Source: an optimization exercise on an open RTL-to-GDS flow (aim: small area, a short achievable clock period and few clock cycles per item). Production flows keep margins and buffers that such runs may drop. Function was checked by simulation only, so behaviour that the tests miss may differ from the original.

`flow/design.v`:
```
`timescale 1ns / 1ps
package ppcm_pkg;
	localparam int FS_BITS    = 12;
	localparam logic [FS_BITS-1:0] FS_MAX = '1;
	localparam int NUM_KNOBS   = 3;
	localparam int NUM_PRESETS = 32;
	localparam int KIND_W    = 2;
	localparam int PRESET_W  = 5;
	localparam int KNOB_W    = 2;
	localparam int VAL_W     = 8;
	localparam int DEPTH_W   = 7;
	localparam int MODE_W    = 2;
	localparam int CFG_W     = DEPTH_W;
	localparam int CFG_IDX_W = 2;
	localparam int MAX_DEPTH = 100;
	localparam logic [DEPTH_W-1:0] DEPTH_CAP = DEPTH_W'(MAX_DEPTH);
	localparam logic [KIND_W-1:0] KIND_SAMPLE = 2'd0;
	localparam logic [KIND_W-1:0] KIND_LOAD   = 2'd1;
	localparam logic [KIND_W-1:0] KIND_CLEAR  = 2'd2;
	localparam logic [MODE_W-1:0] CV_OFF = 2'd0;
	localparam logic [MODE_W-1:0] CV_UNI = 2'd1;
	localparam logic [MODE_W-1:0] CV_BI  = 2'd2;
	localparam logic [CFG_IDX_W-1:0] REG_CV_MODE   = 2'd0;
	localparam logic [CFG_IDX_W-1:0] REG_CV_TARGET = 2'd1;
	localparam logic [CFG_IDX_W-1:0] REG_CV_DEPTH  = 2'd2;
	function automatic logic [VAL_W-1:0] div_fs(input logic [19:0] m);
		logic [VAL_W:0] s;
		s = {1'b0, m[7:0]} + {1'b0, m[19:12]} + 9'd1;
		div_fs = m[19:12] + VAL_W'(&m[11:8] && s[VAL_W]);
	endfunction
	function automatic logic [VAL_W-1:0] scale_sel(input logic [VAL_W-1:0] q,
			input logic [VAL_W-1:0] lo, input logic [VAL_W-1:0] hi, input logic neg);
		logic [VAL_W-1:0] r;
		if (!neg) begin
			r = lo + q;
		end else if (q != '0) begin
			r = lo;
		end else begin
			r = hi;
		end
		scale_sel = r;
	endfunction
	function automatic logic [VAL_W-1:0] clamp_r(input logic signed [10:0] x,
			input logic [VAL_W-1:0] lo, input logic [VAL_W-1:0] hi);
		logic [VAL_W-1:0] res;
		if (x < $signed({3'b000, lo})) begin
			res = lo;
		end else if (x > $signed({3'b000, hi})) begin
			res = hi;
		end else begin
			res = x[VAL_W-1:0];
		end
		clamp_r = res;
	endfunction
	function automatic logic [19:0] div_step4(input logic [19:0] rq, input logic [VAL_W-1:0] dvs,
			input logic [VAL_W+1:0] d3);
		logic [VAL_W+1:0] t;
		logic [VAL_W+2:0] s1, s2, s3;
		logic             g1, g2, g3;
		logic [VAL_W-1:0] r;
		t  = rq[19:10];
		s1 = {1'b0, t} - {3'b000, dvs};
		s2 = {1'b0, t} - {2'b00, dvs, 1'b0};
		s3 = {1'b0, t} - {1'b0, d3};
		g1 = !s1[VAL_W+2];
		g2 = !s2[VAL_W+2];
		g3 = !s3[VAL_W+2];
		r  = (t[VAL_W-1:0] & {VAL_W{!g1}}) | (s1[VAL_W-1:0] & {VAL_W{g1 && !g2}})
			| (s2[VAL_W-1:0] & {VAL_W{g2 && !g3}}) | (s3[VAL_W-1:0] & {VAL_W{g3}});
		div_step4 = {r, rq[9:0], g2, g3 || (g1 && !g2)};
	endfunction
	function automatic logic [19:0] cv_k(input logic [6:0] d);
		logic [19:0] k;
		case (d)
			7'd0: k = 20'd0;
			7'd1: k = 20'd5243;
			7'd2: k = 20'd10486;
			7'd3: k = 20'd15729;
			7'd4: k = 20'd20972;
			7'd5: k = 20'd26215;
			7'd6: k = 20'd31458;
			7'd7: k = 20'd36701;
			7'd8: k = 20'd41944;
			7'd9: k = 20'd47186;
			7'd10: k = 20'd52429;
			7'd11: k = 20'd57672;
			7'd12: k = 20'd62915;
			7'd13: k = 20'd68158;
			7'd14: k = 20'd73401;
			7'd15: k = 20'd78644;
			7'd16: k = 20'd83887;
			7'd17: k = 20'd89129;
			7'd18: k = 20'd94372;
			7'd19: k = 20'd99615;
			7'd20: k = 20'd104858;
			7'd21: k = 20'd110101;
			7'd22: k = 20'd115344;
			7'd23: k = 20'd120587;
			7'd24: k = 20'd125830;
			7'd25: k = 20'd131072;
			7'd26: k = 20'd136315;
			7'd27: k = 20'd141558;
			7'd28: k = 20'd146801;
			7'd29: k = 20'd152044;
			7'd30: k = 20'd157287;
			7'd31: k = 20'd162530;
			7'd32: k = 20'd167773;
			7'd33: k = 20'd173016;
			7'd34: k = 20'd178258;
			7'd35: k = 20'd183501;
			7'd36: k = 20'd188744;
			7'd37: k = 20'd193987;
			7'd38: k = 20'd199230;
			7'd39: k = 20'd204473;
			7'd40: k = 20'd209716;
			7'd41: k = 20'd214959;
			7'd42: k = 20'd220201;
			7'd43: k = 20'd225444;
			7'd44: k = 20'd230687;
			7'd45: k = 20'd235930;
			7'd46: k = 20'd241173;
			7'd47: k = 20'd246416;
			7'd48: k = 20'd251659;
			7'd49: k = 20'd256902;
			7'd50: k = 20'd262144;
			7'd51: k = 20'd267387;
			7'd52: k = 20'd272630;
			7'd53: k = 20'd277873;
			7'd54: k = 20'd283116;
			7'd55: k = 20'd288359;
			7'd56: k = 20'd293602;
			7'd57: k = 20'd298845;
			7'd58: k = 20'd304088;
			7'd59: k = 20'd309330;
			7'd60: k = 20'd314573;
			7'd61: k = 20'd319816;
			7'd62: k = 20'd325059;
			7'd63: k = 20'd330302;
			7'd64: k = 20'd335545;
			7'd65: k = 20'd340788;
			7'd66: k = 20'd346031;
			7'd67: k = 20'd351273;
			7'd68: k = 20'd356516;
			7'd69: k = 20'd361759;
			7'd70: k = 20'd367002;
			7'd71: k = 20'd372245;
			7'd72: k = 20'd377488;
			7'd73: k = 20'd382731;
			7'd74: k = 20'd387974;
			7'd75: k = 20'd393216;
			7'd76: k = 20'd398459;
			7'd77: k = 20'd403702;
			7'd78: k = 20'd408945;
			7'd79: k = 20'd414188;
			7'd80: k = 20'd419431;
			7'd81: k = 20'd424674;
			7'd82: k = 20'd429917;
			7'd83: k = 20'd435160;
			7'd84: k = 20'd440402;
			7'd85: k = 20'd445645;
			7'd86: k = 20'd450888;
			7'd87: k = 20'd456131;
			7'd88: k = 20'd461374;
			7'd89: k = 20'd466617;
			7'd90: k = 20'd471860;
			7'd91: k = 20'd477103;
			7'd92: k = 20'd482345;
			7'd93: k = 20'd487588;
			7'd94: k = 20'd492831;
			7'd95: k = 20'd498074;
			7'd96: k = 20'd503317;
			7'd97: k = 20'd508560;
			7'd98: k = 20'd513803;
			7'd99: k = 20'd519046;
			7'd100: k = 20'd524288;
			default: k = 20'd0;
		endcase
		cv_k = k;
	endfunction
	function automatic logic [10:0] cv_h(input logic [6:0] d);
		logic [10:0] h;
		case (d)
			7'd0: h = 11'd0;
			7'd1: h = 11'd20;
			7'd2: h = 11'd40;
			7'd3: h = 11'd61;
			7'd4: h = 11'd81;
			7'd5: h = 11'd102;
			7'd6: h = 11'd122;
			7'd7: h = 11'd143;
			7'd8: h = 11'd163;
			7'd9: h = 11'd184;
			7'd10: h = 11'd204;
			7'd11: h = 11'd225;
			7'd12: h = 11'd245;
			7'd13: h = 11'd266;
			7'd14: h = 11'd286;
			7'd15: h = 11'd307;
			7'd16: h = 11'd327;
			7'd17: h = 11'd348;
			7'd18: h = 11'd368;
			7'd19: h = 11'd389;
			7'd20: h = 11'd409;
			7'd21: h = 11'd429;
			7'd22: h = 11'd450;
			7'd23: h = 11'd470;
			7'd24: h = 11'd491;
			7'd25: h = 11'd511;
			7'd26: h = 11'd532;
			7'd27: h = 11'd552;
			7'd28: h = 11'd573;
			7'd29: h = 11'd593;
			7'd30: h = 11'd614;
			7'd31: h = 11'd634;
			7'd32: h = 11'd655;
			7'd33: h = 11'd675;
			7'd34: h = 11'd696;
			7'd35: h = 11'd716;
			7'd36: h = 11'd737;
			7'd37: h = 11'd757;
			7'd38: h = 11'd778;
			7'd39: h = 11'd798;
			7'd40: h = 11'd819;
			7'd41: h = 11'd839;
			7'd42: h = 11'd859;
			7'd43: h = 11'd880;
			7'd44: h = 11'd900;
			7'd45: h = 11'd921;
			7'd46: h = 11'd941;
			7'd47: h = 11'd962;
			7'd48: h = 11'd982;
			7'd49: h = 11'd1003;
			7'd50: h = 11'd1023;
			7'd51: h = 11'd1044;
			7'd52: h = 11'd1064;
			7'd53: h = 11'd1085;
			7'd54: h = 11'd1105;
			7'd55: h = 11'd1126;
			7'd56: h = 11'd1146;
			7'd57: h = 11'd1167;
			7'd58: h = 11'd1187;
			7'd59: h = 11'd1208;
			7'd60: h = 11'd1228;
			7'd61: h = 11'd1248;
			7'd62: h = 11'd1269;
			7'd63: h = 11'd1289;
			7'd64: h = 11'd1310;
			7'd65: h = 11'd1330;
			7'd66: h = 11'd1351;
			7'd67: h = 11'd1371;
			7'd68: h = 11'd1392;
			7'd69: h = 11'd1412;
			7'd70: h = 11'd1433;
			7'd71: h = 11'd1453;
			7'd72: h = 11'd1474;
			7'd73: h = 11'd1494;
			7'd74: h = 11'd1515;
			7'd75: h = 11'd1535;
			7'd76: h = 11'd1556;
			7'd77: h = 11'd1576;
			7'd78: h = 11'd1597;
			7'd79: h = 11'd1617;
			7'd80: h = 11'd1638;
			7'd81: h = 11'd1658;
			7'd82: h = 11'd1678;
			7'd83: h = 11'd1699;
			7'd84: h = 11'd1719;
			7'd85: h = 11'd1740;
			7'd86: h = 11'd1760;
			7'd87: h = 11'd1781;
			7'd88: h = 11'd1801;
			7'd89: h = 11'd1822;
			7'd90: h = 11'd1842;
			7'd91: h = 11'd1863;
			7'd92: h = 11'd1883;
			7'd93: h = 11'd1904;
			7'd94: h = 11'd1924;
			7'd95: h = 11'd1945;
			7'd96: h = 11'd1965;
			7'd97: h = 11'd1986;
			7'd98: h = 11'd2006;
			7'd99: h = 11'd2027;
			7'd100: h = 11'd2047;
			default: h = 11'd0;
		endcase
		cv_h = h;
	endfunction
endpackage
`timescale 1ns / 1ps
module ppcm_ram (
	input  logic                          clk,
	input  logic                          we,
	input  logic [ppcm_pkg::PRESET_W-1:0] wp,
	input  logic [ppcm_pkg::KNOB_W-1:0]   wk,
	input  logic [ppcm_pkg::VAL_W-1:0]    wd,
	input  logic [ppcm_pkg::PRESET_W-1:0] rp,
	input  logic [ppcm_pkg::KNOB_W-1:0]   rk,
	output logic [ppcm_pkg::VAL_W-1:0]    rdata
);
	logic [ppcm_pkg::NUM_PRESETS-1:0][ppcm_pkg::NUM_KNOBS-1:0][ppcm_pkg::VAL_W-1:0] mem_q;
	always_ff @(posedge clk) begin
		for (int p = 0; p < ppcm_pkg::NUM_PRESETS; p++) begin
			for (int k = 0; k < ppcm_pkg::NUM_KNOBS; k++) begin
				if (we && wp == ppcm_pkg::PRESET_W'(p) && wk == ppcm_pkg::KNOB_W'(k)) begin
					mem_q[p][k] <= wd;
				end
			end
		end
	end
	always_comb begin
		rdata = '0;
		for (int p = 0; p < ppcm_pkg::NUM_PRESETS; p++) begin
			for (int k = 0; k < ppcm_pkg::NUM_KNOBS; k++) begin
				rdata = rdata | (mem_q[p][k]
					& {ppcm_pkg::VAL_W{rp == ppcm_pkg::PRESET_W'(p) && rk == ppcm_pkg::KNOB_W'(k)}});
			end
		end
	end
endmodule
`timescale 1ns / 1ps
module ppcm_lvl_div #(
	parameter int N = 1
) (
	input  logic [19:0]                   rq_i,
	input  logic [ppcm_pkg::VAL_W-1:0]    dvs,
	input  logic [ppcm_pkg::VAL_W+1:0]    d3,
	output logic [19:0]                   rq_o
);
	always_comb begin
		rq_o = rq_i;
		for (int i = 0; i < N; i++) begin
			rq_o = ppcm_pkg::div_step4(rq_o, dvs, d3);
		end
	end
endmodule
`timescale 1ns / 1ps
module pot_pickup_cv_mixer (
	input  logic                           clk,
	input  logic                           arst_n,
	input  logic                           in_valid,
	output logic                           in_ready,
	input  logic [ppcm_pkg::KIND_W-1:0]    in_kind,
	input  logic [ppcm_pkg::PRESET_W-1:0]  in_preset,
	input  logic [ppcm_pkg::KNOB_W-1:0]    in_knob,
	input  logic [ppcm_pkg::FS_BITS-1:0]   in_knob_reading,
	input  logic [ppcm_pkg::FS_BITS-1:0]   in_cv_reading,
	input  logic [ppcm_pkg::VAL_W-1:0]     in_range_low,
	input  logic [ppcm_pkg::VAL_W-1:0]     in_range_high,
	input  logic [ppcm_pkg::VAL_W-1:0]     in_load_value,
	output logic                           out_valid,
	input  logic                           out_ready,
	output logic [ppcm_pkg::FS_BITS-1:0]   out_drive_level,
	output logic [ppcm_pkg::VAL_W-1:0]     out_param_value,
	output logic                           out_picked_up,
	input  logic                           cfg_we,
	input  logic [ppcm_pkg::CFG_IDX_W-1:0] cfg_index,
	input  logic [ppcm_pkg::CFG_W-1:0]     cfg_data
);
	localparam int VW = ppcm_pkg::VAL_W;
	localparam int FW = ppcm_pkg::FS_BITS;
	localparam int PW = ppcm_pkg::PRESET_W;
	localparam int KW = ppcm_pkg::KNOB_W;
	localparam int NSK = 9;
	logic [NSK-1:0] skv_q;
	logic [NSK-1:0] en;
	logic [ppcm_pkg::MODE_W-1:0]  cv_mode_q;
	logic [KW-1:0]                cv_target_q;
	logic [ppcm_pkg::DEPTH_W-1:0] cv_depth_q;
	always_ff @(posedge clk or negedge arst_n) begin
		if (!arst_n) begin
			cv_mode_q   <= ppcm_pkg::CV_OFF;
			cv_target_q <= '0;
			cv_depth_q  <= '0;
		end else if (cfg_we) begin
			unique case (cfg_index)
				ppcm_pkg::REG_CV_MODE:   cv_mode_q   <= cfg_data[ppcm_pkg::MODE_W-1:0];
				ppcm_pkg::REG_CV_TARGET: cv_target_q <= cfg_data[KW-1:0];
				ppcm_pkg::REG_CV_DEPTH:  cv_depth_q  <= cfg_data;
				default: ;
			endcase
		end
	end
	logic [ppcm_pkg::DEPTH_W-1:0] dsat;
	logic [19:0] cvk_q;
	logic [10:0] cvh_q;
	logic        cvon_q;
	logic        m_uni_q, m_bi_q;
	always_comb begin
		dsat = (cv_depth_q > ppcm_pkg::DEPTH_CAP) ? ppcm_pkg::DEPTH_CAP : cv_depth_q;
	end
	always_ff @(posedge clk) begin
		cvk_q    <= ppcm_pkg::cv_k(dsat);
		cvh_q    <= ppcm_pkg::cv_h(dsat);
		cvon_q   <= cv_depth_q != '0;
		m_uni_q  <= cv_mode_q == ppcm_pkg::CV_UNI;
		m_bi_q   <= cv_mode_q == ppcm_pkg::CV_BI;
	end
	logic            a_v;
	logic [1:0]      a_kind;
	logic [PW-1:0]   a_preset;
	logic [KW-1:0]   a_knob;
	logic [FW-1:0]   a_rd, a_cvr;
	logic [VW-1:0]   a_lo, a_hi;
	assign in_ready = en[0];
	always_ff @(posedge clk or negedge arst_n) begin
		if (!arst_n) begin
			a_v <= 1'b0;
		end else if (en[1]) begin
			a_v <= in_valid;
		end
	end
	always_ff @(posedge clk) begin
		if (en[1]) begin
			a_kind   <= in_kind;
			a_preset <= in_preset;
			a_knob   <= in_knob;
			a_rd     <= (in_kind == ppcm_pkg::KIND_LOAD) ? FW'(in_load_value) : in_knob_reading;
			a_cvr    <= in_cv_reading;
			a_lo     <= in_range_low;
			a_hi     <= in_range_high;
		end
	end
	logic            a_neg;
	logic [VW-1:0]   a_span;
	logic [25:0]     a_pl, a_ph;
	always_comb begin
		a_neg  = a_hi < a_lo;
		a_span = a_neg ? a_lo - a_hi : a_hi - a_lo;
		a_pl   = 26'(a_cvr[5:0]) * 26'(cvk_q);
		a_ph   = 26'(a_cvr[11:6]) * 26'(cvk_q);
	end
	logic            b_v;
	logic            b_load, b_sample, b_clear, b_k3, b_cvsel, b_neg;
	logic [PW-1:0]   b_preset;
	logic [KW-1:0]   b_knob;
	logic [FW-1:0]   b_rd;
	logic [VW-1:0]   b_lo, b_hi, b_span;
	logic [19:0]     b_pl;
	logic [25:0]     b_ph;
	always_ff @(posedge clk or negedge arst_n) begin
		if (!arst_n) begin
			b_v <= 1'b0;
		end else if (en[2]) begin
			b_v <= a_v;
		end
	end
	always_ff @(posedge clk) begin
		if (en[2]) begin
			b_load   <= a_kind == ppcm_pkg::KIND_LOAD;
			b_sample <= a_kind == ppcm_pkg::KIND_SAMPLE;
			b_clear  <= a_kind == ppcm_pkg::KIND_CLEAR;
			b_k3     <= a_knob == 2'd3;
			b_cvsel  <= (a_knob == cv_target_q) && cvon_q;
			b_neg    <= a_neg;
			b_preset <= a_preset;
			b_knob   <= a_knob;
			b_rd     <= a_rd;
			b_lo     <= a_lo;
			b_hi     <= a_hi;
			b_span   <= a_span;
			b_pl     <= a_pl[25:6];
			b_ph     <= a_ph;
		end
	end
	logic [25:0]     b_sum;
	always_comb begin
		b_sum = 26'(b_pl) + b_ph;
	end
	logic            c_v;
	logic            c_load, c_sample, c_clear, c_k3, c_cvsel, c_neg;
	logic [PW-1:0]   c_preset;
	logic [KW-1:0]   c_knob;
	logic [FW-1:0]   c_rd, c_c;
	logic [VW-1:0]   c_lo, c_hi, c_span;
	logic [19:0]     c_mp, c_mh;
	always_ff @(posedge clk or negedge arst_n) begin
		if (!arst_n) begin
			c_v <= 1'b0;
		end else if (en[3]) begin
			c_v <= b_v;
		end
	end
	always_ff @(posedge clk) begin
		if (en[3]) begin
			c_load   <= b_load;
			c_sample <= b_sample;
			c_clear  <= b_clear;
			c_k3     <= b_k3;
			c_cvsel  <= b_cvsel;
			c_neg    <= b_neg;
			c_preset <= b_preset;
			c_knob   <= b_knob;
			c_rd     <= b_rd;
			c_c      <= b_sum[24:13];
			c_lo     <= b_lo;
			c_hi     <= b_hi;
			c_span   <= b_span;
			c_mp     <= 20'(b_rd) * 20'(b_span);
			c_mh     <= 20'(cvh_q) * 20'(b_span);
		end
	end
	logic [VW-1:0]   c_qp, c_qh, c_p8;
	logic [FW:0]     c_uni;
	logic signed [FW+1:0] c_bi;
	logic [FW-1:0]   c_lvl;
	always_comb begin
		c_qp  = ppcm_pkg::div_fs(c_mp);
		c_qh  = ppcm_pkg::div_fs(c_mh);
		c_p8  = ppcm_pkg::scale_sel(c_qp, c_lo, c_hi, c_neg);
		c_uni = {1'b0, c_rd} + {1'b0, c_c};
		c_bi  = $signed({2'b00, c_rd}) + $signed({2'b00, c_c}) - $signed({3'b000, cvh_q});
		if (!c_cvsel) begin
			c_lvl = c_rd;
		end else if (m_uni_q) begin
			c_lvl = c_uni[FW] ? ppcm_pkg::FS_MAX : c_uni[FW-1:0];
		end else if (m_bi_q) begin
			if (c_bi < 0) begin
				c_lvl = '0;
			end else if (c_bi > $signed({2'b00, ppcm_pkg::FS_MAX})) begin
				c_lvl = ppcm_pkg::FS_MAX;
			end else begin
				c_lvl = c_bi[FW-1:0];
			end
		end else begin
			c_lvl = c_rd;
		end
	end
	logic            d_v;
	logic            d_load, d_sample, d_clear, d_k3, d_cvsel, d_neg, d_lt2, d_hnz;
	logic [PW-1:0]   d_preset;
	logic [KW-1:0]   d_knob;
	logic [FW-1:0]   d_lvl;
	logic [VW-1:0]   d_lo, d_hi, d_span, d_p8v, d_qp, d_qh;
	logic [19:0]     d_mc;
	always_ff @(posedge clk or negedge arst_n) begin
		if (!arst_n) begin
			d_v <= 1'b0;
		end else if (en[4]) begin
			d_v <= c_v;
		end
	end
	always_ff @(posedge clk) begin
		if (en[4]) begin
			d_load   <= c_load;
			d_sample <= c_sample;
			d_clear  <= c_clear;
			d_k3     <= c_k3;
			d_cvsel  <= c_cvsel;
			d_neg    <= c_neg;
			d_lt2    <= {c_hi, 1'b0} < {1'b0, c_lo};
			d_hnz    <= c_hi != '0;
			d_preset <= c_preset;
			d_knob   <= c_knob;
			d_lvl    <= c_lvl;
			d_lo     <= c_lo;
			d_hi     <= c_hi;
			d_span   <= c_span;
			d_p8v    <= c_load ? c_rd[VW-1:0] : c_p8;
			d_qp     <= c_qp;
			d_qh     <= c_qh;
			d_mc     <= 20'(c_c) * 20'(c_span);
		end
	end
	logic [VW-1:0]   d_qc;
	logic            d_pz, d_cz, d_hz, d_vlo;
	logic signed [VW+2:0] d_t;
	always_comb begin
		d_qc = ppcm_pkg::div_fs(d_mc);
		d_pz = d_qp == '0;
		d_cz = d_qc == '0;
		d_hz = d_qh == '0;
		if (m_uni_q) begin
			d_t   = $signed({3'b000, d_qp}) + $signed({3'b000, d_qc}) + $signed({3'b000, d_lo});
			d_vlo = d_pz && d_cz && d_lt2;
		end else if (m_bi_q) begin
			d_t   = $signed({3'b000, d_qp}) + $signed({3'b000, d_qc}) - $signed({3'b000, d_qh});
			if (d_cz == d_hz) begin
				d_vlo = d_pz;
			end else if (!d_cz) begin
				d_vlo = d_pz && d_lt2;
			end else begin
				d_vlo = d_pz || d_hnz;
			end
		end else begin
			d_t   = $signed({3'b000, d_qp});
			d_vlo = !d_pz;
		end
	end
	logic            e_v;
	logic            e_load, e_sample, e_clear, e_k3, e_cvsel, e_neg;
	logic [PW-1:0]   e_preset;
	logic [KW-1:0]   e_knob;
	logic [FW-1:0]   e_lvl;
	logic [VW-1:0]   e_lo, e_vneg, e_span, e_p8v;
	logic signed [VW+2:0] e_t;
	always_ff @(posedge clk or negedge arst_n) begin
		if (!arst_n) begin
			e_v <= 1'b0;
		end else if (en[5]) begin
			e_v <= d_v;
		end
	end
	always_ff @(posedge clk) begin
		if (en[5]) begin
			e_load   <= d_load;
			e_sample <= d_sample;
			e_clear  <= d_clear;
			e_k3     <= d_k3;
			e_cvsel  <= d_cvsel;
			e_neg    <= d_neg;
			e_preset <= d_preset;
			e_knob   <= d_knob;
			e_lvl    <= d_lvl;
			e_lo     <= d_lo;
			e_vneg   <= d_vlo ? d_lo : d_hi;
			e_span   <= d_span;
			e_p8v    <= d_p8v;
			e_t      <= d_t;
		end
	end
	logic [VW-1:0]   e_vcv, e_wd, e_srd;
	logic            e_fwd;
	always_comb begin
		if (e_neg) begin
			e_vcv = e_vneg;
		end else if (e_t < 0) begin
			e_vcv = e_lo;
		end else if (e_t > $signed({3'b000, e_span})) begin
			e_vcv = e_lo + e_span;
		end else begin
			e_vcv = e_lo + e_t[VW-1:0];
		end
		e_wd = (e_cvsel && !e_load) ? e_vcv : e_p8v;
	end
	logic            f_v;
	logic            f_load, f_sample, f_clear, f_k3, f_cvsel, f_neg, f_fwd;
	logic [PW-1:0]   f_preset;
	logic [KW-1:0]   f_knob;
	logic [FW-1:0]   f_lvl;
	logic [VW-1:0]   f_lo, f_span, f_p8v, f_wd, f_srd;
	logic            w_we, l_we;
	logic [VW-1:0]   l_wd;
	logic [ppcm_pkg::NUM_KNOBS-1:0] flags_q;
	ppcm_ram u_ram (
		.clk   (clk),
		.we    (w_we && en[6]),
		.wp    (f_preset),
		.wk    (f_knob),
		.wd    (f_wd),
		.rp    (e_preset),
		.rk    (e_knob),
		.rdata (e_srd)
	);
	always_comb begin
		e_fwd = f_v && (f_preset == e_preset) && (f_knob == e_knob);
	end
	always_ff @(posedge clk or negedge arst_n) begin
		if (!arst_n) begin
			f_v <= 1'b0;
		end else if (en[6]) begin
			f_v <= e_v;
		end
	end
	always_ff @(posedge clk) begin
		if (en[6]) begin
			f_load   <= e_load;
			f_sample <= e_sample;
			f_clear  <= e_clear;
			f_k3     <= e_k3;
			f_cvsel  <= e_cvsel;
			f_neg    <= e_neg;
			f_fwd    <= e_fwd;
			f_preset <= e_preset;
			f_knob   <= e_knob;
			f_lvl    <= e_lvl;
			f_lo     <= e_lo;
			f_span   <= e_span;
			f_p8v    <= e_p8v;
			f_wd     <= e_wd;
			f_srd    <= e_srd;
			l_we     <= w_we;
			l_wd     <= f_wd;
		end
	end
	logic [VW-1:0]   f_s, f_val, f_rem0;
	logic            f_hit, f_fk, f_usea, f_inr, f_useq, f_pu;
	logic signed [VW+1:0] f_n;
	logic [FW-1:0]   f_lvlx;
	logic [VW+1:0]   f_span3;
	always_comb begin
		f_s    = (f_fwd && l_we) ? l_wd : f_srd;
		f_hit  = f_p8v == f_s;
		unique case (f_knob)
			2'd0:    f_fk = flags_q[0];
			2'd1:    f_fk = flags_q[1];
			2'd2:    f_fk = flags_q[2];
			default: f_fk = 1'b0;
		endcase
		w_we   = f_v && !f_k3 && (f_load || (f_sample && (f_cvsel || f_fk)));
		f_usea = f_cvsel || f_fk || f_hit;
		f_val  = f_k3 ? '0 : (w_we ? f_wd : f_s);
		if (f_k3 || f_clear) begin
			f_pu = 1'b0;
		end else if (f_sample) begin
			f_pu = f_fk || f_hit;
		end else begin
			f_pu = f_fk;
		end
		f_n    = f_neg ? $signed({2'b00, f_lo}) - $signed({2'b00, f_s})
		               : $signed({2'b00, f_s}) - $signed({2'b00, f_lo});
		f_inr  = (f_n > 0) && (f_n <= $signed({2'b00, f_span}));
		f_rem0 = f_neg ? f_lo + ~f_s : f_s + ~f_lo;
		if (!f_sample || f_k3) begin
			f_lvlx = '0;
		end else if (f_usea) begin
			f_lvlx = f_lvl;
		end else if (f_n <= 0 || f_span == '0) begin
			f_lvlx = '0;
		end else begin
			f_lvlx = ppcm_pkg::FS_MAX;
		end
		f_useq  = f_sample && !f_k3 && !f_usea && f_inr;
		f_span3 = {2'b00, f_span} + {1'b0, f_span, 1'b0};
	end
	always_ff @(posedge clk or negedge arst_n) begin
		if (!arst_n) begin
			flags_q <= '0;
		end else if (en[6] && f_v) begin
			if (f_clear) begin
				flags_q <= '0;
			end else if (f_sample && !f_k3 && f_hit) begin
				flags_q[f_knob] <= 1'b1;
			end
		end
	end
	logic            g_v, g_pu;
	logic [19:0]     g_rq, g_rqn;
	logic [VW-1:0]   g_dvs, g_val;
	logic [VW+1:0]   g_d3;
	always_ff @(posedge clk or negedge arst_n) begin
		if (!arst_n) begin
			g_v <= 1'b0;
		end else if (en[7]) begin
			g_v <= f_v;
		end
	end
	always_ff @(posedge clk) begin
		if (en[7]) begin
			g_pu  <= f_pu;
			g_val <= f_val;
			g_rq  <= f_useq ? {f_rem0, 4'hF, ~f_rem0} : {8'd0, f_lvlx};
			g_dvs <= f_useq ? f_span : 8'd1;
			g_d3  <= f_useq ? f_span3 : 10'd3;
		end
	end
	ppcm_lvl_div #(.N(2)) u_div_g (
		.rq_i (g_rq),
		.dvs  (g_dvs),
		.d3   (g_d3),
		.rq_o (g_rqn)
	);
	logic            h_v, h_pu;
	logic [19:0]     h_rq, h_rqn;
	logic [VW-1:0]   h_dvs, h_val;
	logic [VW+1:0]   h_d3;
	always_ff @(posedge clk or negedge arst_n) begin
		if (!arst_n) begin
			h_v <= 1'b0;
		end else if (en[7]) begin
			h_v <= g_v;
		end
	end
	always_ff @(posedge clk) begin
		if (en[7]) begin
			h_pu  <= g_pu;
			h_val <= g_val;
			h_rq  <= g_rqn;
			h_dvs <= g_dvs;
			h_d3  <= g_d3;
		end
	end
	ppcm_lvl_div #(.N(2)) u_div_h (
		.rq_i (h_rq),
		.dvs  (h_dvs),
		.d3   (h_d3),
		.rq_o (h_rqn)
	);
	logic            i_v, i_pu;
	logic [19:0]     i_rq, i_rqn;
	logic [VW-1:0]   i_dvs, i_val;
	logic [VW+1:0]   i_d3;
	always_ff @(posedge clk or negedge arst_n) begin
		if (!arst_n) begin
			i_v <= 1'b0;
		end else if (en[8]) begin
			i_v <= h_v;
		end
	end
	always_ff @(posedge clk) begin
		if (en[8]) begin
			i_pu  <= h_pu;
			i_val <= h_val;
			i_rq  <= h_rqn;
			i_dvs <= h_dvs;
			i_d3  <= h_d3;
		end
	end
	ppcm_lvl_div #(.N(2)) u_div_i (
		.rq_i (i_rq),
		.dvs  (i_dvs),
		.d3   (i_d3),
		.rq_o (i_rqn)
	);
	logic            r_v;
	logic [FW+VW:0]  r_res;
	always_ff @(posedge clk or negedge arst_n) begin
		if (!arst_n) begin
			r_v <= 1'b0;
		end else if (en[8]) begin
			r_v <= i_v;
		end
	end
	always_ff @(posedge clk) begin
		if (en[8]) begin
			r_res <= {i_rqn[FW-1:0], i_val, i_pu};
		end
	end
	logic            o_v;
	logic [FW+VW:0]  o_d, sk_d;
	logic            push, o_free;
	always_comb begin
		en     = ~skv_q;
		push   = en[8] && r_v;
		o_free = !o_v || out_ready;
	end
	always_ff @(posedge clk or negedge arst_n) begin
		if (!arst_n) begin
			o_v <= 1'b0;
		end else if (o_free) begin
			o_v <= skv_q[8] || push;
		end
	end
	always_ff @(posedge clk or negedge arst_n) begin
		if (!arst_n) begin
			skv_q <= '0;
		end else begin
			for (int k = 0; k < NSK; k++) begin
				if (o_free) begin
					skv_q[k] <= 1'b0;
				end else if (!skv_q[k] && r_v) begin
					skv_q[k] <= 1'b1;
				end
			end
		end
	end
	always_ff @(posedge clk) begin
		if (o_free) begin
			if (skv_q[8]) begin
				o_d <= sk_d;
			end else if (push) begin
				o_d <= r_res;
			end
		end else if (push) begin
			sk_d <= r_res;
		end
	end
	assign out_valid       = o_v;
	assign out_drive_level = o_d[FW+VW:VW+1];
	assign out_param_value = o_d[VW:1];
	assign out_picked_up   = o_d[0];
endmodule
```
`flow/run.sh`:
```
#!/bin/bash
# synth_recipe.tcl (not shown) runs the flow's synth.tcl, then flattens the netlist and writes it again
# the make line also repeats each setting of config.mk as NAME=value (left out here)
make -C /OpenROAD-flow-scripts/flow DESIGN_CONFIG=/design/flow/config.mk WORK_HOME=/design/flow/orfs CLKGATE_MAP_FILE= SYNTH_SCRIPT=/design/flow/synth_recipe.tcl finish
```
`flow/constraint.sdc`:
```
create_clock -name core_clock -period 12.0 [get_ports {clk}]
set_input_delay 2.4000 -clock core_clock [delete_from_list [all_inputs] [get_ports {clk}]]
set_output_delay 2.4000 -clock core_clock [all_outputs]
set_load 0.01 [all_outputs]
```
`flow/config.mk`:
```
export PLATFORM = sky130hd
export DESIGN_NAME = pot_pickup_cv_mixer
export DESIGN_NICKNAME = pot_pickup_cv_mixer
export VERILOG_FILES = /design/flow/design.v
export SDC_FILE = /design/flow/constraint.sdc
export NUM_CORES = 4
export LEC_CHECK = 0
export CAP_MARGIN = 20
export CORE_MARGIN = 2
export CORE_UTILIZATION = 40
export SLEW_MARGIN = 20
```
==> metrics list, run 1 <==
* Status: complete, no violations
* Pin count of the biggest net entering global routing: 99
- The worst setup path is captured at a register.
- Height of the die: 462 µm
- Count of final hold-check violations: 0
- Aggregate global routing overflow: 0
- Final Cycle Share: 0.516
* Predominant post-synthesis flop cell: sky130_fd_sc_hd__edfxtp_1
- Critical path data required time: 12.55 ns
* Wire length of the first global-routing pass: 381 mm
- At the end of the flow, the number of nets in the layout was 8038.
* Final routed wirelength across all metal layers: 261 mm
- FF+latch count, synth: 1517
* Final weighted congestion in routability-driven placement: 0.984
- Once the clock tree was built, the setup fixing pass inserted 0 buffers.
- Violation count after the first detailed-route iteration: 7140
- The number of hold buffers added after CTS was 0.
- The initial utilization of the core area, before any placement, comes to 0.402.
* RSZ-0062 raised after global routing: false
- Met2 Usage GRT: 0.374
* Clk latency of the worst-skew pair: 0.83 ns
* Hold WC Path Type: reg2reg
* CTS tree: built
- Highest-utilization routing layer at the global route stage: met2
- After detailed routing, the number of remaining DRC violations is 0.
* Final worst hold slack: 0.396 ns
- CTS saw 1517 sinks.
- The clock passes through at most 3 buffers.
- Core Area: 0.209 mm²
- Chip width: 462 µm
- Net count of the mapped netlist: 7837
- Setup slack on the critical path of the routed design comes to 5.80 ns.
* Synth area leader: sky130_fd_sc_hd__edfxtp_1
* Post-synth ARST share: 0.0224
* TritonCTS Buffers: 166
* Tot GR Track Use: 0.242
- The worst path in the final design needs a cycle of 6.20 ns, including I/O delays and setup.
- For this run, the top clock speed supported by timing is 161 MHz.
* Warning count from the yosys run: 3
- Clk pin slew, worst setup/hold paths: 0.06 ns
- In the final layout, the share of cells above drive strength 1 is 0.0856.
- Actual transition at the worst max-transition pin: 1.29 ns
- Synthesis instantiated 90 different standard cells from the library.
- The initial antenna violation count came to 3.
- DR vias/cell: 5.73
- Row generation in the floorplan step produced 168 rows.
- Vias after detailed routing: 57500
- Count of antenna-violating nets left after detailed routing: 0
* Setup violations, final: 0
- The worst setup path is launched from a register.
* Grt met1 use: 0.331
- Input and output buffers added on the ports amount to 93.
- Synthesized area per cell: 12.2 µm²
- Synthesized instance count: 6890
- Peak fanout along the critical path: 11
- Share of synthesized area occupied by flip-flops and latches: 0.536
- After synthesis, the cell types taking the most area are sky130_fd_sc_hd__edfxtp_1 52%, sky130_fd_sc_hd__fa_1 8.5%, sky130_fd_sc_hd__ha_1 7.8%, sky130_fd_sc_hd__inv_1 2.8%, sky130_fd_sc_hd__nand2_1 2.7%.
* Vias in the first global route: 56500
* Total negative setup slack: 0 ns
- Number of placed I/O pins: 94
- Detailed placement HPWL: 186 mm
- Category of the critical setup timing path: reg2reg
- Cell with the most instances after synthesis: sky130_fd_sc_hd__edfxtp_1
- Area overhead of the layout relative to synthesis: 12.7%
- The H-tree was split into 4 levels.
* Share of the core filled with cells: 0.453
- Rel. slew slack: 0.139
* DIE AREA: 0.214 mm²
- Worst setup slack after placement: 5.85 ns
* Top-area cell type share of the netlist area: 0.518
- Cells resized by post-CTS repair: 0
- Clock tree skew after final layout: 0.0546 ns
- Ranking of synthesized cells by instance count: 1450 x sky130_fd_sc_hd__edfxtp_1, 633 x sky130_fd_sc_hd__inv_1, 613 x sky130_fd_sc_hd__nand2_1, 521 x sky130_fd_sc_hd__ha_1, 443 x sky130_fd_sc_hd__nor2_1
- Mapped cell area: 0.0840 mm²
- STA puts the critical path data arrival time at 6.75 ns.
- In this run, synthesis inferred 1450 flip-flops with an integrated enable.
* Detail-routed net length per standard cell: 26.0 µm
* Count of max-cap constraint violations: 0
- The root buffer cell chosen for the clock tree is sky130_fd_sc_hd__clkbuf_16.
* Met3 track demand over resource in global routing: 0.0518
* Count of final max-slew check failures: 0
- Number of optimization iterations in the first detailed-route pass: 9
## layer usage
metal  vias to the layer above  part of all wire
met5                         -           0.00012
met4                         4             0.046
met3                       591              0.10
met2                      3004              0.45
met1                     28400              0.41
li1                      25500                 -
## metrics by stage
stage / instance area (µm²) / instances
global placement: 89000 / 9724
finish: 94700 / 10000
CTS: 94600 / 10000
global route: 94700 / 10000
floorplan: 84000 / 6890
detailed placement: 89100 / 9725
## critical path: stages, from the launching register on
cell,delay [ns]
sky130_fd_sc_hd__edfxtp_1,0.45
sky130_fd_sc_hd__inv_1,0.28
sky130_fd_sc_hd__ha_1,0.29
sky130_fd_sc_hd__nor2b_1,0.13
sky130_fd_sc_hd__o21ai_0,0.25
sky130_fd_sc_hd__a21oi_1,0.15
sky130_fd_sc_hd__o21a_1,0.21
sky130_fd_sc_hd__o21ai_1,0.19
sky130_fd_sc_hd__a21oi_1,0.19
sky130_fd_sc_hd__nor2_1,0.42
sky130_fd_sc_hd__nor2_1,0.12
sky130_fd_sc_hd__o21ai_0,0.63
sky130_fd_sc_hd__ha_1,0.36
sky130_fd_sc_hd__nor2b_1,0.12
sky130_fd_sc_hd__o21ai_0,0.25
sky130_fd_sc_hd__a21boi_0,0.18
sky130_fd_sc_hd__o21ai_0,0.25
sky130_fd_sc_hd__a21boi_0,0.16
sky130_fd_sc_hd__o21ai_0,0.16
sky130_fd_sc_hd__o2bb2ai_1,0.13
sky130_fd_sc_hd__and3_1,0.40
sky130_fd_sc_hd__inv_1,0.15
sky130_fd_sc_hd__a22o_1,0.22
sky130_fd_sc_hd__a221o_1,0.25
## logic make-up after synthesis
logic type | after synthesis | share of synthesized area
compound gates | 1434 | 0.118
simple gates | 1789 | 0.0994
xor+xnor | 257 | 0.0268
buf+inv | 894 | 0.0404
flops | 1517 | 0.536
mux | 123 | 0.0165
fa+ha+maj | 876 | 0.162
## layout by cell type (no fill, tap or decap), drive strengths merged, types with 33 or more instances in the layout
cell,count
dfrtp,34
clkbuf,210
edfxtp,1450
buf,199
a211oi,48
nand2,613
inv,641
a22oi,134
nand2b,55
nor3,139
a221oi,106
mux2i,45
xor2,70
dfxtp,33
a21oi,289
xnor2,187
o21ai,282
o21a,39
a31oi,36
o21bai,49
a21o,84
clkdlybuf4s50,92
mux2,73
clkinv,67
nor2b,73
ha,521
fa,355
nand4,60
a222oi,38
nor2,444
a22o,86
and2,191
nand3,90
## path summary, 6_finish.rpt
check                                       from                       end  slack [ns]  depth (start not counted)
min                        b_preset[1]$_DFFE_PN_     c_preset[1]$_DFFE_PN_        0.40                          0
max                           h_dvs[1]$_DFFE_PN_        i_rq[19]$_DFFE_PN_        5.80                         23
max in group asynchronous                 arst_n           r_v$_DFFE_PN0N_        9.95                          1
min reg2reg                b_preset[1]$_DFFE_PN_     c_preset[1]$_DFFE_PN_        0.40                          0
max reg2reg                   h_dvs[1]$_DFFE_PN_        i_rq[19]$_DFFE_PN_        5.80                         23
min in group asynchronous                 arst_n  cv_mode_q[1]$_DFFE_PN0P_        1.57                          1
## registers in the layout, summed over array words and instances (netlist names), 19 cells and up
name         flops
b_ph            25
i_rq            20
r_res           21
cvk_q           19
g_rq            20
c_mh            19
u_ram.mem_q    768
o_d             21
h_rq            20
d_mc            20
sk_d            21
b_pl            20
c_mp            20
## area by class of cell
| cell class | instances | area [µm²] |
|---|---|---|
| fillers | 18900 | 114000 |
| flip-flops and latches | 1517 | 45100 |
| multi-input cells | 4479 | 35700 |
| clock buffers | 210 | 4440 |
| well taps | 2805 | 3510 |
| repair buffers | 291 | 2430 |
| inverters | 636 | 2400 |
| clock inverters | 95 | 1110 |
| diodes | 2 | 5.00 |
Testbench counts, summed over its fixed seeds: cycles 14,424, items 13,686.
==> inputs of run 2 (changes only) <==
--- a/flow/config.mk
+++ b/flow/config.mk
@@ -5,6 +5,7 @@
 export SDC_FILE = /design/flow/constraint.sdc
 export NUM_CORES = 4
 export LEC_CHECK = 0
+export ABC_AREA = 1
 export CAP_MARGIN = 20
 export CORE_MARGIN = 2
 export CORE_UTILIZATION = 40
==> run 2 against run 1 <==
  * Non-clock buffer count down 114
  * Final cell count up 21%
  * Wire length up 3.2%
  * Setup slack better by 1.3 ns
  * Synthesized cell count up 30%
  * Count of clock-buffer cells in the layout down 10
  * Area after synthesis up 4.6%
  * Critical endpoint is now e_t[7]$_DFFE_PN_
==> metrics list, run 2 <==
- Fin area: 0.0978 mm²
- In this run the tool buffered the top-level ports with 93 buffer cells.
- The library cell used most frequently in the layout, excluding fill and tap cells, is sky130_fd_sc_hd__nand2_1.
- Violation count after the first detailed-route iteration: 6824
- Synthesized instance count: 8935
* Clk latency of the worst-skew pair: 0.85 ns
- Category of the critical setup timing path: reg2reg
- The share of the synthesized area in compound gates (AO/OA/AOI/OAI) came to 0.0673.
- For this run, the total global-route usage over all layers was measured as 0.239.
* Initial core utilization: 0.401
- Tmin final: 4.90 ns
* Largest register FFs: 768
- For the pin with the worst max-slew slack, the measured transition is 1.25 ns.
* Count of max-cap constraint violations: 0
* Clock tree skew after final layout: 0.0547 ns
- Synth area leader: sky130_fd_sc_hd__edfxtp_1
- Share of synthesized area occupied by flip-flops and latches: 0.513
- Predominant post-synthesis flop cell: sky130_fd_sc_hd__edfxtp_1
- After synthesis, the mean cell area works out to 9.83 µm².
* Aggregate global routing overflow: 0
* Wire length of the first global-routing pass: 402 mm
- EDFF count, synth: 1450
* Share of synthesized area spent on multiplexers: 0.000114
* Post-synth ARST share: 0.0224
- Net count of the mapped netlist: 9882
- Antenna violations before repair: 6
- Arithmetic-cell share of the synthesized area counting full adders, half adders and majority gates: 0.155
* Warning count from the yosys run: 3
- TritonCTS Buffers: 166
- Rel. slew slack: 0.161
* Cells resized by post-CTS repair: 0
- The netlist uses 64 different library cells.
- The clock passes through at most 3 buffers.
- sky130_fd_sc_hd__nand2_1 is the most common cell in the netlist.
- Chip width: 473 µm
* Floorplan row count: 172
- Compared with the post-synthesis result, the final layout area differs by 11.3%.
- Total placed instance area: 0.0922 mm²
- The finished layout holds 12100 standard cells, fillers aside.
- Beginning of the worst hold path: i_val[5]$_DFFE_PN_
- XOR/XNOR Fraction of Synth Area: 0.0202
- Total negative setup slack: 0 ns
- Total Nets Final: 10000
- Top-area cell type share of the netlist area: 0.495
- Leading registers by flop count: u_ram.mem_q x768, b_ph x25
- In this run, synthesis produced a sequential element count of 1517.
- The worst setup path is launched from a register.
* Placed insts: 11800
- After synthesis, the most frequently instantiated cells are 2471 x sky130_fd_sc_hd__nand2_1, 1450 x sky130_fd_sc_hd__edfxtp_1, 1362 x sky130_fd_sc_hd__inv_1, 589 x sky130_fd_sc_hd__nor2_1, 521 x sky130_fd_sc_hd__ha_1.
- Timing would allow up to 204 MHz.
- The layout has 20800 filler cells.
- Register with the most flip-flops: u_ram.mem_q
- The number of global-route vias before repair came to 63300.
- Entering global routing, the biggest net connects 81 pins.
* RSZ-0062 raised after global routing: false
- The cell area that synthesis handed to floorplanning was 0.0879 mm².
- The flow ran to the end and the layout has no timing, DRC or antenna violations.
* Cts-stage hold buffer count: 0
- The die covers 0.223 mm².
- Post-CTS repair timing setup buffer count: 0
- Final Cycle Share: 0.409
* Fraction of layout instances using a drive strength above 1: 0.0499
* Hold WC Path Type: reg2reg
- Core Area: 0.219 mm²
- Detailed placement ended at an HPWL of 198 mm.
- The hold violation count in the final report was 0.
- Measured on the finished design, the core utilization comes to 0.446.
- The startpoint identified for the worst register-to-register timing path is d_mc[15]$_DFFE_PN_.
- The top cell types in the final layout, fill and taps aside, are 2471 x sky130_fd_sc_hd__nand2_1, 1450 x sky130_fd_sc_hd__edfxtp_1, 1353 x sky130_fd_sc_hd__inv_1.
- Of the total synthesized cell area, the portion taken by AND, OR, NAND and NOR gates is 0.176.
- DRC Markers: 0
* Clk pin slew, worst setup/hold paths: 0.06 ns
- For this design, the sink count on the clock tree is 1517.
* Vias after detailed routing: 64200
- For this run, the detailed router's first-pass iteration total came to 6.
- 94 I/O pins were placed.
* Final weighted congestion in routability-driven placement: 0.961
- In the routed layout, each cell is associated on average with a via count of 5.31.
- Critical Path Sink Type: register
- Count of final max-slew check failures: 0
- Setup violations remaining at the end of the flow were counted as 0.
- Synth top area cells: sky130_fd_sc_hd__edfxtp_1 50%, sky130_fd_sc_hd__nand2_1 11%, sky130_fd_sc_hd__fa_1 8.1%, sky130_fd_sc_hd__ha_1 7.4%, sky130_fd_sc_hd__inv_1 5.8%
* Count of antenna-violating nets left after detailed routing: 0
- The most critical setup path has its startpoint at d_mc[15]$_DFFE_PN_.
- The H-tree was split into 4 levels.
- Largest family of logic cells by synthesized area: simple AND/OR/NAND/NOR gates
- CTS root buf: sky130_fd_sc_hd__clkbuf_16
- Arrival time of the worst setup path: 5.45 ns
- From bottom edge to top edge, the die measures 473 µm.
* Detail-routed net length per standard cell: 22.2 µm
* Critical path data required time: 12.55 ns
* Peak fanout along the critical path: 6
- Final routed wirelength across all metal layers: 269 mm
- TritonCTS built the clock tree.
## run 2: cell types whose count changed after synthesis, sizes merged, moves of 74 or more
cell    before   now
a21oi      289   388
a22oi      134     4
and2       191     3
clkbuf     229   155
inv        634  1373
nand2      613  2479
nand3       90   419
nor2       444   599
nor3       139    57
xnor2      187    63
## run 2: worst max-delay path: stages (launching register included)
cell and delay, ns:
sky130_fd_sc_hd__edfxtp_1 0.49, sky130_fd_sc_hd__ha_1 0.34, sky130_fd_sc_hd__a21oi_1 0.15, sky130_fd_sc_hd__nand2_1 0.07, sky130_fd_sc_hd__a21oi_1 0.12, sky130_fd_sc_hd__nor2_1 0.05
sky130_fd_sc_hd__o21a_1 0.16, sky130_fd_sc_hd__o21ai_0 0.14, sky130_fd_sc_hd__a21oi_1 0.11, sky130_fd_sc_hd__ha_1 0.21, sky130_fd_sc_hd__ha_1 0.32, sky130_fd_sc_hd__inv_1 0.06
sky130_fd_sc_hd__fa_1 0.39, sky130_fd_sc_hd__o21ai_0 0.45, sky130_fd_sc_hd__a21oi_1 0.13, sky130_fd_sc_hd__o21ai_0 0.22, sky130_fd_sc_hd__xnor2_1 0.14, sky130_fd_sc_hd__inv_1 0.09
sky130_fd_sc_hd__ha_1 0.34, sky130_fd_sc_hd__a21oi_1 0.14, sky130_fd_sc_hd__nand2_1 0.09, sky130_fd_sc_hd__xor2_1 0.14, sky130_fd_sc_hd__o21ai_0 0.15, sky130_fd_sc_hd__o21ai_0 0.11
## run 2: layout make-up
class	count	area (µm²)	area share
multi-input cells	5840	36900	0.377
clock inverters	110	1180	0.0121
flip-flops and latches	1517	45100	0.461
well taps	2871	3590	0.0367
inverters	1374	5170	0.0529
repair buffers	177	1570	0.0161
clock buffers	200	4370	0.0447
diodes	4	10.0	0.000102
## run 2: final timing paths
check	endpoint	slack [ns]	cells after the start
max in group asynchronous	cv_depth_q[0]$_DFFE_PN0P_	9.82	2
setup / recovery	e_t[7]$_DFFE_PN_	7.10	23
hold / removal	r_res[6]$_DFFE_PN_	0.41	0
setup reg to reg	e_t[7]$_DFFE_PN_	7.10	23
hold reg to reg	r_res[6]$_DFFE_PN_	0.41	0
min in group asynchronous	skv_q[8]$_DFFE_PN0P_	1.65	2
## run 2: logic make-up after synthesis
kind of cell             Yosys count
XOR/XNOR                         203
AO/OA/AOI/OAI                    982
adder cells (fa/ha/maj)          876
buffers and inverters           1578
multiplexers                       1
AND/OR/NAND/NOR                 3778
flip-flops                      1517
## run 2: layer usage
metal	global-route usage	vias to the layer above	wire, µm
met5	0	-	27
met1	0.323	31100	113000
met3	0.0411	557	21200
met2	0.381	2663	122000
li1	-	29900	-
met4	0.0990	4	12100
## run 2: through the flow
step	hold slack, ns	setup WS, ns
after detailed placement	0.405	7.11
after global placement	0.400	7.13
after CTS	0.400	7.09
final	0.408	7.10
after floorplan	0.400	7.49
after global routing	0.404	6.74
==> inputs of run 3 (changes only) <==
--- a/flow/design.v
+++ b/flow/design.v
@@ -813,17 +813,9 @@
 	);
 	logic            r_v;
 	logic [FW+VW:0]  r_res;
-	always_ff @(posedge clk or negedge arst_n) begin
-		if (!arst_n) begin
-			r_v <= 1'b0;
-		end else if (en[8]) begin
-			r_v <= i_v;
-		end
-	end
-	always_ff @(posedge clk) begin
-		if (en[8]) begin
-			r_res <= {i_rqn[FW-1:0], i_val, i_pu};
-		end
+	always_comb begin
+		r_v   = i_v;
+		r_res = {i_rqn[FW-1:0], i_val, i_pu};
 	end
 	logic            o_v;
 	logic [FW+VW:0]  o_d, sk_d;
--- a/flow/config.mk
+++ b/flow/config.mk
@@ -8,5 +8,5 @@
 export ABC_AREA = 1
 export CAP_MARGIN = 20
 export CORE_MARGIN = 2
-export CORE_UTILIZATION = 40
+export CORE_UTILIZATION = 65
 export SLEW_MARGIN = 20
==> run 3 against run 2 <==
  * Setup slack worse by 0.56 ns
  * Via count increased by 2.6%
  * Utilization up 27 points
  * Critical path type unchanged
  * Highest routed layer unchanged
  * Still clean on timing, DRC and antenna
==> metrics list, run 3 <==
- Of the post-synthesis cell area, the dominant cell type holds 0.495.
- No sink is reached through more buffers than the 3 on the longest clock path.
- A synthesized cell averages 9.92 µm².
* Count of max-cap constraint violations: 0
- Worst-path cell chain: nand2_1 > fa_1 > fa_1 > inv_1 > fa_1 > fa_1 > ha_1 > nand2_1 > o21ai_0 > a21oi_1 > o21ai_0 > a21boi_0 > o21ai_0 > nand2_1 > nand3_1 > nand2_1
- Height of the die: 369 µm
- Counting every instance in the synthesized netlist gives 8741.
- Initial core utilization: 0.657
- The share of the synthesized area in compound gates (AO/OA/AOI/OAI) is 0.0691.
- Rel. slew slack: 0.157
- Derived from the worst setup path, the maximum achievable clock frequency is 183 MHz.
- Tot GR Track Use: 0.382
- Violation count after the first detailed-route iteration: 9011
- The worst setup path is launched from a register.
- For the worst setup path, the data required time is 12.55 ns.
* EDFF count, synth: 1429
* DRC Markers: 0
* Post-synth ARST share: 0.0221
- Detailed placement HPWL: 186 mm
- The hold violation count in the final report is 0.
- The largest single stage delay on the critical path is 0.92 ns.
* Core Area: 0.132 mm²
* Predominant post-synthesis flop cell: sky130_fd_sc_hd__edfxtp_1
- In this run, synthesis produced a sequential element count of 1495.
- The detail route stage leaves a number of antenna-violating nets equal to 0.
- Entering global routing, the biggest net connects 99 pins.
- At the later pin of the worst-skew pair, clock insertion delay measures 0.86 ns.
- Floorplan row count: 133
- For the final database, setup skew stands at 0.0730 ns.
- Share of synthesized area occupied by flip-flops and latches: 0.512
- After detailed routing, the met2 layer carries 114 mm of wire.
- Largest family of logic cells by synthesized area: simple AND/OR/NAND/NOR gates
- Actual transition at the worst max-transition pin: 1.26 ns
* Arrival time of the worst setup path: 6.02 ns
- Setup repair after global routing left no endpoint under its margin.
* Placed insts: 10500
- Number of placed I/O pins: 94
* TritonCTS Buffers: 154
* Post-CTS repair timing setup buffer count: 0
- Critical Path Sink Type: register
* Final routed wirelength across all metal layers: 258 mm
- Cells resized by post-CTS repair: 0
- The largest registers in the layout are u_ram.mem_q x768, b_ph x25.
- After synthesis the cells add up to 0.0867 mm².
- XOR/XNOR Fraction of Synth Area: 0.0207
- Along the worst path, the maximum fanout reaches 24.
* Most common cell after layout, fill and taps aside: sky130_fd_sc_hd__nand2_1
- The worst path needs 5.46 ns of the cycle, external delays included.
* Met3 layer wire length in the routed design: 30.8 mm
- The commonest cells after synthesis are 2412 x sky130_fd_sc_hd__nand2_1, 1429 x sky130_fd_sc_hd__edfxtp_1, 1235 x sky130_fd_sc_hd__inv_1, 577 x sky130_fd_sc_hd__nor2_1, 521 x sky130_fd_sc_hd__ha_1.
- Vias in the first global route: 64500
- Post-route insts no fill: 10700
* Wire length of the first global-routing pass: 387 mm
* Largest register FFs: 768
- Dividing the detail-routed via count by the number of cells gives 6.13.
* Number of optimization iterations in the first detailed-route pass: 9
* Category of the critical setup timing path: reg2reg
- Signal routing reaches up to met5.
- Total Nets Final: 9809
* Hold WC Path Type: reg2reg
- Global routing finished with a remaining overflow of 0.
- Number of unique standard cell types used by synthesis: 65
- Setup violations, final: 0
- Register with the most flip-flops: u_ram.mem_q
- Detail-routed net length per standard cell: 24.0 µm
- After synthesis, the share of cell area in mux cells is 0.000231.
- Total negative setup slack: 0 ns
- Total routed wire length on the met1 layer: 97.6 mm
- The initial antenna violation count is 9.
- Final Cycle Share: 0.455
- Synth area leader: sky130_fd_sc_hd__edfxtp_1
* Highest-delay cell along the critical path: sky130_fd_sc_hd__edfxtp_1
- Yosys instantiated no cell more often than sky130_fd_sc_hd__nand2_1.
- During synthesis, Yosys emitted a total of 3 warnings.
* Commonest non-fill, non-tap cells in the layout: 2412 x sky130_fd_sc_hd__nand2_1, 1429 x sky130_fd_sc_hd__edfxtp_1, 1226 x sky130_fd_sc_hd__inv_1
- Final hold analysis gives a worst-case slack of 0.399 ns.
- Routability-driven placement finished with a final weighted congestion of 1.04.
- Counting every sink on the clock net gives 1495.
- Vias after detailed routing: 65900
- The die is 369 µm wide.
- The floorplan step defined a die boundary enclosing 0.136 mm².
- Fraction of layout instances using a drive strength above 1: 0.0470
- Cts-stage hold buffer count: 0
- Number of I/O port buffers: 93
- CTS tree: built
- By area the synthesized netlist is led by sky130_fd_sc_hd__edfxtp_1 49%, sky130_fd_sc_hd__nand2_1 10%, sky130_fd_sc_hd__fa_1 8.2%, sky130_fd_sc_hd__ha_1 7.5%, sky130_fd_sc_hd__inv_1 5.3%.
- Of the total synthesized cell area, the portion taken by full adders, half adders and majority gates is 0.157.
* Area overhead of the layout relative to synthesis: 9.27%
- Of the total synthesized cell area, the portion taken by AND, OR, NAND and NOR gates is 0.176.
- Status: complete, no violations
* Share of the core filled with cells: 0.718
* Count of final max-slew check failures: 0
- Synthesis produced a netlist with a net count of 9688.
- The tree is rooted in a sky130_fd_sc_hd__clkbuf_16.
- The H-tree was split into 4 levels.
- After clock tree synthesis, the clock-pin slew on the worst setup and hold paths is 0.06 ns.
## run 3: stage by stage
| stage | worst slack, ns | cell area (µm²) |
|---|---|---|
| after floorplan | 7.32 | 86700 |
| after global placement | 6.70 | 89500 |
| after detailed placement | 6.61 | 89600 |
| after CTS | 6.59 | 94700 |
| after global routing | 6.12 | 94700 |
| final | 6.54 | 94700 |
## run 3: layout make-up
| cell class | instances | area, µm² |
|---|---|---|
| antenna | 2 | 5.00 |
| clock buffer | 186 | 4020 |
| clock inverter | 99 | 1090 |
| fill | 9468 | 37200 |
| inverter | 1247 | 4690 |
| multi-input combinational | 5791 | 36800 |
| sequential | 1495 | 44400 |
| tap | 1755 | 2200 |
| timing repair buffer | 173 | 1550 |
## run 3: cells by family after synthesis
kind of cell	count (synthesis)
simple gates	3720
flops	1495
buf+inv	1455
compound gates	988
fa+ha+maj	876
xor+xnor	205
mux	2
## run 3: path summary, 6_finish.rpt
path                            cells past startpoint  slack [ns]                    from                  endpoint
worst max-delay path                               16        6.54     b_span[7]$_DFFE_PN_        c_mp[17]$_DFFE_PN_
worst min-delay path                                0        0.40  g_val[2]$_SDFFCE_PP0N_        h_val[2]$_DFFE_PN_
worst max register to register                     16        6.54     b_span[7]$_DFFE_PN_        c_mp[17]$_DFFE_PN_
worst min register to register                      0        0.40  g_val[2]$_SDFFCE_PP0N_        h_val[2]$_DFFE_PN_
max in group asynchronous                           2        9.99                  arst_n  cv_mode_q[0]$_DFFE_PN0P_
min in group asynchronous                           1        1.45                  arst_n           o_v$_DFFE_PN0N_
## run 3: worst max-delay path, delay by kind of cell (launching register included)
kind | cells | cell delay, ns
buffers and inverters | 1 | 0.06
DFF | 1 | 0.92
and+or+nand+nor | 5 | 0.54
adders and majority gates | 5 | 2.47
AOI/OAI and AO/OA | 5 | 1.22
## run 3: metal layers
metal | vias to the layer above | track usage
met5 | - | 0.00783
met4 | 6 | 0.185
met3 | 853 | 0.0989
met2 | 4092 | 0.584
met1 | 31500 | 0.511
li1 | 29400 | -
Testbench counts of run 3, summed over its fixed seeds: cycles 14,384, items 13,686.

[re-timing with driven ports]
In the flow no input, the clock included, has a driving cell. The finished layouts below were timed again as built, in two steps.
Step 1, drivers: a clkbuf_16 drives clk and a buf_2 each remaining input, both assumed.
Step 2 adds t to the input delays and takes it off the output delays; t is the mean of the earliest and latest rising clock arrival at the registers after step 1. Input paths then give back, and output paths get back, about the clock's delay inside the block.
Three values: no drivers, after step 1, after step 2; two values: the first two.
run | t, ns | slack for setup (ns) | worst hold slack (ns) | worst setup path at the end
run 1 | 0.897 | 5.802 / 5.802 / 5.802 | 0.396 / 0.396 / 0.396 | register to register
run 2 | 0.903 | 7.096 / 7.096 / 7.096 | 0.408 / 0.408 / 0.408 | register to register
run 3 | 0.898 | 6.537 / 6.537 / 6.537 | 0.399 / 0.399 / 0.399 | register to register
After both steps setup and hold are still met in every run listed.
